What follows belongs to an exercise in optimizing a design on an open flow for small area, a short achievable clock period and few clock cycles per item; a production flow would make more cautious choices. In this exercise RTL edits were held to simulation tests only and were not proved equivalent to the original. Power is estimated from default activity; no workload was simulated.

Design datamemory_ctrl, start of the top module:
module datamemory_ctrl #(
    parameter int DM_ADDRESS = 9,
    parameter int DATA_W     = 32
) (
    input  logic                  clk,
    input  logic                  reset,
    input  logic                  MemRead,
    input  logic                  MemWrite,
    input  logic [DM_ADDRESS-1:0] a,
    input  logic [DATA_W-1:0]     wd,
    input  logic [2:0]            Funct3,
    output logic                  req_ready,
    output logic [DATA_W-1:0]     rd,
    output logic                  rsp_valid,
    output logic                  err
);
    localparam int NB    = DATA_W / 8;
    localparam int LB    = $clog2(NB);
    localparam int WA    = DM_ADDRESS - LB;
    localparam int DEPTH = 2 ** WA;
    localparam int NLO   = 8;               
    localparam int NHI   = DEPTH / NLO;     
    logic          take;
    logic          legal_in;
    logic [1:0]    off_in;
    logic [WA-1:0] word_in;
    logic [WA-1:0] word_inc;
    logic [2:0]    nbm1_in;           
    assign take     = !reset && (MemRead || MemWrite);
    assign off_in   = a[LB-1:0];
    assign word_in  = a[DM_ADDRESS-1:LB];
    assign word_inc = word_in + WA'(1);    
    assign nbm1_in  = (Funct3[1:0] == 2'b00) ? 3'd0 : (Funct3[1:0] == 2'b01) ? 3'd1 : 3'd3;
    always_comb begin
        case (Funct3)
            3'b000, 3'b001, 3'b010, 3'b100, 3'b101: legal_in = 1'b1;
            default:                                legal_in = 1'b0;
        endcase
    end
  ...
==> module datamemory_ctrl, before the edit <==
module datamemory_ctrl #(
    parameter int DM_ADDRESS = 9,
    parameter int DATA_W     = 32
) (
    input  logic                  clk,
    input  logic                  reset,
    input  logic                  MemRead,
    input  logic                  MemWrite,
    input  logic [DM_ADDRESS-1:0] a,
    input  logic [DATA_W-1:0]     wd,
    input  logic [2:0]            Funct3,
    output logic                  req_ready,
    output logic [DATA_W-1:0]     rd,
    output logic                  rsp_valid,
    output logic                  err
);
    localparam int NB    = DATA_W / 8;
    localparam int LB    = $clog2(NB);
    localparam int WA    = DM_ADDRESS - LB;
    localparam int DEPTH = 2 ** WA;
    localparam int NLO   = 8;               
    localparam int NHI   = DEPTH / NLO;     
    logic          take;
    logic          legal_in;
    logic [1:0]    off_in;
    logic [WA-1:0] word_in;
    logic [WA-1:0] word_inc;
    logic [2:0]    nbm1_in;           
    assign take     = !reset && (MemRead || MemWrite);
    assign off_in   = a[LB-1:0];
    assign word_in  = a[DM_ADDRESS-1:LB];
    assign word_inc = word_in + WA'(1);    
    assign nbm1_in  = (Funct3[1:0] == 2'b00) ? 3'd0 : (Funct3[1:0] == 2'b01) ? 3'd1 : 3'd3;
    always_comb begin
        case (Funct3)
            3'b000, 3'b001, 3'b010, 3'b100, 3'b101: legal_in = 1'b1;
            default:                                legal_in = 1'b0;
        endcase
    end
    logic                     s1_valid;
    logic                     s1_err;
    logic [1:0]               s1_off;
    logic [2:0]               s1_f3;
    logic [NB-1:0][NLO-1:0]   s1_lo_n;      
    logic [NB-1:0][NHI-1:0]   s1_hi_n;      
    logic [NB-1:0]            s1_we_n;      
    logic [NB-1:0][7:0]       s1_wbyte;
    always_ff @(posedge clk) begin
        s1_valid <= take;
        s1_err   <= !legal_in;
        s1_off   <= off_in;
        s1_f3    <= Funct3;
        for (int b = 0; b < NB; b++) begin
            logic [LB-1:0] k;
            logic [WA-1:0] row;
            k = LB'(b) - off_in;
            row = (LB'(b) < off_in) ? word_inc : word_in;
            for (int i = 0; i < NLO; i++) s1_lo_n[b][i] <= (row[2:0] != 3'(i));
            for (int i = 0; i < NHI; i++) s1_hi_n[b][i] <= (row[WA-1:3] != (WA-3)'(i));
            s1_we_n[b]  <= !(take && MemWrite && !MemRead && legal_in &&
                             ({1'b0, k} <= nbm1_in));
            s1_wbyte[b] <= wd[8*int'(k) +: 8];
        end
    end
    logic [NB-1:0][DEPTH-1:0]      sel;
    logic [NB-1:0][DEPTH-1:0]      wen;
    logic [NB-1:0][DEPTH-1:0][7:0] mem;
    localparam int NP = ((DEPTH + 2) / 3 + 15) / 16;
    logic [NB-1:0][7:0][NP-1:0]    bank_pz;    
    for (genvar gb = 0; gb < NB; gb++) begin : g_bank
        dmem_row_dec #(.NLO(NLO), .NHI(NHI)) u_dec (
            .lo_n (s1_lo_n[gb]),
            .hi_n (s1_hi_n[gb]),
            .we_n (s1_we_n[gb]),
            .sel (sel[gb]),
            .wen (wen[gb])
        );
        dmem_rd_mux #(.DEPTH(DEPTH)) u_rd (
            .sel  (sel[gb]),
            .data (mem[gb]),
            .pz   (bank_pz[gb])
        );
    end
    always_ff @(posedge clk) begin
        for (int b = 0; b < NB; b++) begin
            for (int r = 0; r < DEPTH; r++) begin
                if (wen[b][r]) begin
                    mem[b][r] <= s1_wbyte[b];
                end
            end
        end
    end
    logic [NB-1:0][7:0][NP-1:0] s2_pz;
    logic [NB-1:0][7:0]         s2_raw;
    logic               s2_valid;
    logic               s2_err;
    logic [1:0]         s2_off;
    logic [2:0]         s2_f3;
    always_ff @(posedge clk) begin
        s2_pz    <= bank_pz;
        s2_valid <= s1_valid && !reset;
        s2_err   <= s1_err;
        s2_off   <= s1_off;
        s2_f3    <= s1_f3;
    end
    always_comb begin
        for (int b = 0; b < NB; b++) begin
            for (int k = 0; k < 8; k++) begin
                s2_raw[b][k] = ~&s2_pz[b][k];
            end
        end
    end
    logic [DATA_W-1:0] load_raw;
    logic [DATA_W-1:0] load_value;
    logic              sign_bit;
    always_comb begin
        for (int k = 0; k < NB; k++) begin
            load_raw[8*k +: 8] = s2_raw[LB'(s2_off + LB'(k))];
        end
        case (s2_f3[1:0])
            2'b00:   sign_bit = !s2_f3[2] && load_raw[7];
            2'b01:   sign_bit = !s2_f3[2] && load_raw[15];
            default: sign_bit = 1'b0;
        endcase
        load_value = load_raw;
        if (s2_f3[1:0] == 2'b00) load_value[31:8]  = {24{sign_bit}};
        if (s2_f3[1:0] == 2'b01) load_value[31:16] = {16{sign_bit}};
    end
    logic [DATA_W-1:0] rd_reg;
    logic              rsp_valid_reg;
    logic              err_reg;
    always_ff @(posedge clk) begin
        rd_reg        <= load_value;
        rsp_valid_reg <= s2_valid && !reset;
        err_reg       <= s2_err;
    end
    assign req_ready = 1'b1;
    assign rd        = rd_reg;
    assign rsp_valid = rsp_valid_reg;
    assign err       = err_reg;
endmodule
==> module dmem_rd_mux, before the edit <==
module dmem_rd_mux #(
    parameter int DEPTH = 128,
    parameter int NP    = ((DEPTH + 2) / 3 + 15) / 16
) (
    input  logic [DEPTH-1:0]      sel,
    input  logic [DEPTH-1:0][7:0] data,
    output logic [7:0][NP-1:0]    pz
);
    localparam int NG = (DEPTH + 2) / 3;
    logic [3*NG-1:0]      sel_p;
    logic [3*NG-1:0][7:0] data_p;
    logic [7:0][NG-1:0]   grp_n;
    assign sel_p  = (3*NG)'(sel);
    assign data_p = (3*NG*8)'(data);
    for (genvar g = 0; g < NG; g++) begin : g_grp
        for (genvar k = 0; k < 8; k++) begin : g_bit
            dmem_aoi3 u_aoi (
                .s (sel_p[3*g +: 3]),
                .d ({data_p[3*g+2][k], data_p[3*g+1][k], data_p[3*g][k]}),
                .y (grp_n[k][g])
            );
        end
    end
    for (genvar k = 0; k < 8; k++) begin : g_merge
        for (genvar j = 0; j < NP; j++) begin : g_part
            localparam int LO = 16 * j;
            localparam int HI = (16 * j + 15 < NG - 1) ? 16 * j + 15 : NG - 1;
            assign pz[k][j] = &grp_n[k][HI:LO];
        end
    end
endmodule
Settings: LEC_CHECK=0, CAP_MARGIN=20, CORE_MARGIN=2, CORE_UTILIZATION=60, CTS_CLUSTER_DIAMETER=100, CTS_CLUSTER_SIZE=30, SETUP_SLACK_MARGIN=3.36, SLEW_MARGIN=20, SYNTH_HIERARCHICAL=1; clock period 6.0 ns.
run.sh (not shown) runs the stock make flow with config.mk's settings and CLKGATE_MAP_FILE= SYNTH_SCRIPT=/design/flow/synth_recipe.tcl, a recipe that flattens the netlist after the stock synthesis.
Testbench counts at the start, summed over its fixed seeds: cycles 9,048, items 9,024.
Next try:
--- a/flow/design.v
+++ b/flow/design.v
@@ -66,6 +66,5 @@
     logic [NB-1:0][DEPTH-1:0]      wen;
     logic [NB-1:0][DEPTH-1:0][7:0] mem;
-    localparam int NP = ((DEPTH + 2) / 3 + 15) / 16;
-    logic [NB-1:0][7:0][NP-1:0]    bank_pz;    
+    logic [NB-1:0][7:0]            bank_rd;
     for (genvar gb = 0; gb < NB; gb++) begin : g_bank
         dmem_row_dec #(.NLO(NLO), .NHI(NHI)) u_dec (
@@ -79,5 +78,5 @@
             .sel  (sel[gb]),
             .data (mem[gb]),
-            .pz   (bank_pz[gb])
+            .q    (bank_rd[gb])
         );
     end
@@ -91,6 +90,5 @@
         end
     end
-    logic [NB-1:0][7:0][NP-1:0] s2_pz;
-    logic [NB-1:0][7:0]         s2_raw;
+    logic [NB-1:0][7:0] s2_raw;
     logic               s2_valid;
     logic               s2_err;
@@ -98,16 +96,9 @@
     logic [2:0]         s2_f3;
     always_ff @(posedge clk) begin
-        s2_pz    <= bank_pz;
+        s2_raw   <= bank_rd;
         s2_valid <= s1_valid && !reset;
         s2_err   <= s1_err;
         s2_off   <= s1_off;
         s2_f3    <= s1_f3;
-    end
-    always_comb begin
-        for (int b = 0; b < NB; b++) begin
-            for (int k = 0; k < 8; k++) begin
-                s2_raw[b][k] = ~&s2_pz[b][k];
-            end
-        end
     end
     logic [DATA_W-1:0] load_raw;
@@ -165,10 +156,9 @@
 endmodule
 module dmem_rd_mux #(
-    parameter int DEPTH = 128,
-    parameter int NP    = ((DEPTH + 2) / 3 + 15) / 16
+    parameter int DEPTH = 128
 ) (
     input  logic [DEPTH-1:0]      sel,
     input  logic [DEPTH-1:0][7:0] data,
-    output logic [7:0][NP-1:0]    pz
+    output logic [7:0]            q
 );
     localparam int NG = (DEPTH + 2) / 3;
@@ -188,9 +178,5 @@
     end
     for (genvar k = 0; k < 8; k++) begin : g_merge
-        for (genvar j = 0; j < NP; j++) begin : g_part
-            localparam int LO = 16 * j;
-            localparam int HI = (16 * j + 15 < NG - 1) ? 16 * j + 15 : NG - 1;
-            assign pz[k][j] = &grp_n[k][HI:LO];
-        end
+        assign q[k] = ~&grp_n[k];
     end
 endmodule
Outcome: The new run completed without violations; critical path depth came out higher by 1; via count came out higher by 0.71%; flip-flop and latch count came out lower by 64; combinational power came out higher by about 3%; power came out lower by 1.2%; area after synthesis came out lower by 0.93%; sequential power came out lower by about 1%; clock-buffer cell count came out lower by 1; routed wire length came out higher by 0.73%; sequential share of layout area came out lower by 0.55 points.
Testbench counts after the change, summed over its fixed seeds: cycles 9,048, items 9,024.

The RTL this note starts from:
==> flow/design.v <==
module datamemory_ctrl #(
    parameter int DM_ADDRESS = 9,
    parameter int DATA_W     = 32
) (
    input  logic                  clk,
    input  logic                  reset,
    input  logic                  MemRead,
    input  logic                  MemWrite,
    input  logic [DM_ADDRESS-1:0] a,
    input  logic [DATA_W-1:0]     wd,
    input  logic [2:0]            Funct3,
    output logic                  req_ready,
    output logic [DATA_W-1:0]     rd,
    output logic                  rsp_valid,
    output logic                  err
);
    localparam int NB    = DATA_W / 8;
    localparam int LB    = $clog2(NB);
    localparam int WA    = DM_ADDRESS - LB;
    localparam int DEPTH = 2 ** WA;
    localparam int NLO   = 8;               
    localparam int NHI   = DEPTH / NLO;     
    logic          take;
    logic          legal_in;
    logic [1:0]    off_in;
    logic [WA-1:0] word_in;
    logic [WA-1:0] word_inc;
    logic [2:0]    nbm1_in;           
    assign take     = !reset && (MemRead || MemWrite);
    assign off_in   = a[LB-1:0];
    assign word_in  = a[DM_ADDRESS-1:LB];
    assign word_inc = word_in + WA'(1);    
    assign nbm1_in  = (Funct3[1:0] == 2'b00) ? 3'd0 : (Funct3[1:0] == 2'b01) ? 3'd1 : 3'd3;
    always_comb begin
        case (Funct3)
            3'b000, 3'b001, 3'b010, 3'b100, 3'b101: legal_in = 1'b1;
            default:                                legal_in = 1'b0;
        endcase
    end
    logic                     s1_valid;
    logic                     s1_err;
    logic [1:0]               s1_off;
    logic [2:0]               s1_f3;
    logic [NB-1:0][NLO-1:0]   s1_lo_n;      
    logic [NB-1:0][NHI-1:0]   s1_hi_n;      
    logic [NB-1:0]            s1_we_n;      
    logic [NB-1:0][7:0]       s1_wbyte;
    always_ff @(posedge clk) begin
        s1_valid <= take;
        s1_err   <= !legal_in;
        s1_off   <= off_in;
        s1_f3    <= Funct3;
        for (int b = 0; b < NB; b++) begin
            logic [LB-1:0] k;
            logic [WA-1:0] row;
            k = LB'(b) - off_in;
            row = (LB'(b) < off_in) ? word_inc : word_in;
            for (int i = 0; i < NLO; i++) s1_lo_n[b][i] <= (row[2:0] != 3'(i));
            for (int i = 0; i < NHI; i++) s1_hi_n[b][i] <= (row[WA-1:3] != (WA-3)'(i));
            s1_we_n[b]  <= !(take && MemWrite && !MemRead && legal_in &&
                             ({1'b0, k} <= nbm1_in));
            s1_wbyte[b] <= wd[8*int'(k) +: 8];
        end
    end
    logic [NB-1:0][DEPTH-1:0]      sel;
    logic [NB-1:0][DEPTH-1:0]      wen;
    logic [NB-1:0][DEPTH-1:0][7:0] mem;
    logic [NB-1:0][7:0]            bank_rd;
    for (genvar gb = 0; gb < NB; gb++) begin : g_bank
        dmem_row_dec #(.NLO(NLO), .NHI(NHI)) u_dec (
            .lo_n (s1_lo_n[gb]),
            .hi_n (s1_hi_n[gb]),
            .we_n (s1_we_n[gb]),
            .sel (sel[gb]),
            .wen (wen[gb])
        );
        dmem_rd_mux #(.DEPTH(DEPTH)) u_rd (
            .sel  (sel[gb]),
            .data (mem[gb]),
            .q    (bank_rd[gb])
        );
    end
    always_ff @(posedge clk) begin
        for (int b = 0; b < NB; b++) begin
            for (int r = 0; r < DEPTH; r++) begin
                if (wen[b][r]) begin
                    mem[b][r] <= s1_wbyte[b];
                end
            end
        end
    end
    logic [NB-1:0][7:0] s2_raw;
    logic               s2_valid;
    logic               s2_err;
    logic [1:0]         s2_off;
    logic [2:0]         s2_f3;
    always_ff @(posedge clk) begin
        s2_raw   <= bank_rd;
        s2_valid <= s1_valid && !reset;
        s2_err   <= s1_err;
        s2_off   <= s1_off;
        s2_f3    <= s1_f3;
    end
    logic [DATA_W-1:0] load_raw;
    logic [DATA_W-1:0] load_value;
    logic              sign_bit;
    always_comb begin
        for (int k = 0; k < NB; k++) begin
            load_raw[8*k +: 8] = s2_raw[LB'(s2_off + LB'(k))];
        end
        case (s2_f3[1:0])
            2'b00:   sign_bit = !s2_f3[2] && load_raw[7];
            2'b01:   sign_bit = !s2_f3[2] && load_raw[15];
            default: sign_bit = 1'b0;
        endcase
        load_value = load_raw;
        if (s2_f3[1:0] == 2'b00) load_value[31:8]  = {24{sign_bit}};
        if (s2_f3[1:0] == 2'b01) load_value[31:16] = {16{sign_bit}};
    end
    logic [DATA_W-1:0] rd_reg;
    logic              rsp_valid_reg;
    logic              err_reg;
    always_ff @(posedge clk) begin
        rd_reg        <= load_value;
        rsp_valid_reg <= s2_valid && !reset;
        err_reg       <= s2_err;
    end
    assign req_ready = 1'b1;
    assign rd        = rd_reg;
    assign rsp_valid = rsp_valid_reg;
    assign err       = err_reg;
endmodule
module dmem_row_dec #(
    parameter int NLO = 8,
    parameter int NHI = 16
) (
    input  logic [NLO-1:0]     lo_n,
    input  logic [NHI-1:0]     hi_n,
    input  logic               we_n,
    output logic [NLO*NHI-1:0] sel,
    output logic [NLO*NHI-1:0] wen
);
    logic [NHI-1:0] hiwe_n;
    assign hiwe_n = hi_n | {NHI{we_n}};
    for (genvar r = 0; r < NLO * NHI; r++) begin : g_row
        dmem_nor2 u_sel (.a(lo_n[r % NLO]), .b(hi_n[r / NLO]),   .y(sel[r]));
        dmem_nor2 u_wen (.a(lo_n[r % NLO]), .b(hiwe_n[r / NLO]), .y(wen[r]));
    end
endmodule
module dmem_nor2 (
    input  logic a,
    input  logic b,
    output logic y
);
    assign y = !(a || b);
endmodule
module dmem_rd_mux #(
    parameter int DEPTH = 128
) (
    input  logic [DEPTH-1:0]      sel,
    input  logic [DEPTH-1:0][7:0] data,
    output logic [7:0]            q
);
    localparam int NG = (DEPTH + 2) / 3;
    logic [3*NG-1:0]      sel_p;
    logic [3*NG-1:0][7:0] data_p;
    logic [7:0][NG-1:0]   grp_n;
    assign sel_p  = (3*NG)'(sel);
    assign data_p = (3*NG*8)'(data);
    for (genvar g = 0; g < NG; g++) begin : g_grp
        for (genvar k = 0; k < 8; k++) begin : g_bit
            dmem_aoi3 u_aoi (
                .s (sel_p[3*g +: 3]),
                .d ({data_p[3*g+2][k], data_p[3*g+1][k], data_p[3*g][k]}),
                .y (grp_n[k][g])
            );
        end
    end
    for (genvar k = 0; k < 8; k++) begin : g_merge
        assign q[k] = ~&grp_n[k];
    end
endmodule
module dmem_aoi3 (
    input  logic [2:0] s,
    input  logic [2:0] d,
    output logic       y
);
    assign y = ~|(s & d);
endmodule
clock: 6.0 ns
lec_check: 0
cap_margin: 20
core_margin: 2
core_utilization: 55
cts_cluster_diameter: 100
cts_cluster_size: 30
setup_slack_margin: 3.4
slew_margin: 20
synth_hierarchical: 1
Testbench counts at the start, summed over its fixed seeds: cycles 9,048, items 9,024.
==> next run, changes <==
--- a/flow/design.v
+++ b/flow/design.v
@@ -140,11 +140,11 @@
     output logic [NLO*NHI-1:0] sel,
     output logic [NLO*NHI-1:0] wen
 );
-    logic [NHI-1:0] hiwe_n;
-    assign hiwe_n = hi_n | {NHI{we_n}};
+    logic [NLO-1:0] lowe_n;
+    assign lowe_n = lo_n | {NLO{we_n}};
     for (genvar r = 0; r < NLO * NHI; r++) begin : g_row
-        dmem_nor2 u_sel (.a(lo_n[r % NLO]), .b(hi_n[r / NLO]),   .y(sel[r]));
-        dmem_nor2 u_wen (.a(lo_n[r % NLO]), .b(hiwe_n[r / NLO]), .y(wen[r]));
+        dmem_nor2 u_sel (.a(lo_n[r % NLO]),   .b(hi_n[r / NLO]), .y(sel[r]));
+        dmem_nor2 u_wen (.a(lowe_n[r % NLO]), .b(hi_n[r / NLO]), .y(wen[r]));
     end
 endmodule
 module dmem_nor2 (
What happened:
- core utilization drops by 0.14 points
- fmax drops by 1.3%
- via count hardly moves
- clock skew drops by 14 ps
- worst setup slack got worse by 36 ps
- synthesized cell count drops by 0.47%
- worst hold slack improved by 21 ps
Testbench counts after the change, summed over its fixed seeds: cycles 9,048, items 9,024.

-- afterwards: timing with drivers on the ports --
No port has a modelled driver above. Below, the same layouts with a new extraction and two added sets of constraints.
Step 1 (the two cells are an assumption about what drives the block):
set clk [get_ports {clk}]
set_driving_cell -lib_cell sky130_fd_sc_hd__clkbuf_16 $clk
set_driving_cell -lib_cell sky130_fd_sc_hd__buf_2 [delete_from_list [all_inputs] $clk]
Step 2 also shifts input and output timing later by t, the mid clock arrival at the registers, as if the neighbouring blocks saw the same clock.
Slacks: no drivers / after step 1 / after step 2; pairs: no drivers / after step 1.
run | t, ns | setup WS [ns] | hold slack, ns | latest minus earliest clock arrival (ns)
the first run of note 1 | 0.947 | 3.349 / 3.264 / 2.450 | 0.330 / 0.330 / 0.330 | 0.033 / 0.033
the second run of note 1 | 0.944 | 3.310 / 3.286 / 2.483 | 0.336 / 0.336 / 0.336 | 0.039 / 0.039
the first run of note 2 | 0.978 | 3.314 / 3.252 / 2.411 | 0.297 / 0.297 / 0.297 | 0.063 / 0.062
the second run of note 2 | 0.997 | 3.278 / 3.207 / 2.220 | 0.319 / 0.319 / 0.319 | 0.052 / 0.051
After both steps setup and hold are still met in every run listed. For the second run of note 2, which loses most, drivers alone change the setup slack by -0.071 ns; drivers and shift together by -1.058 ns.
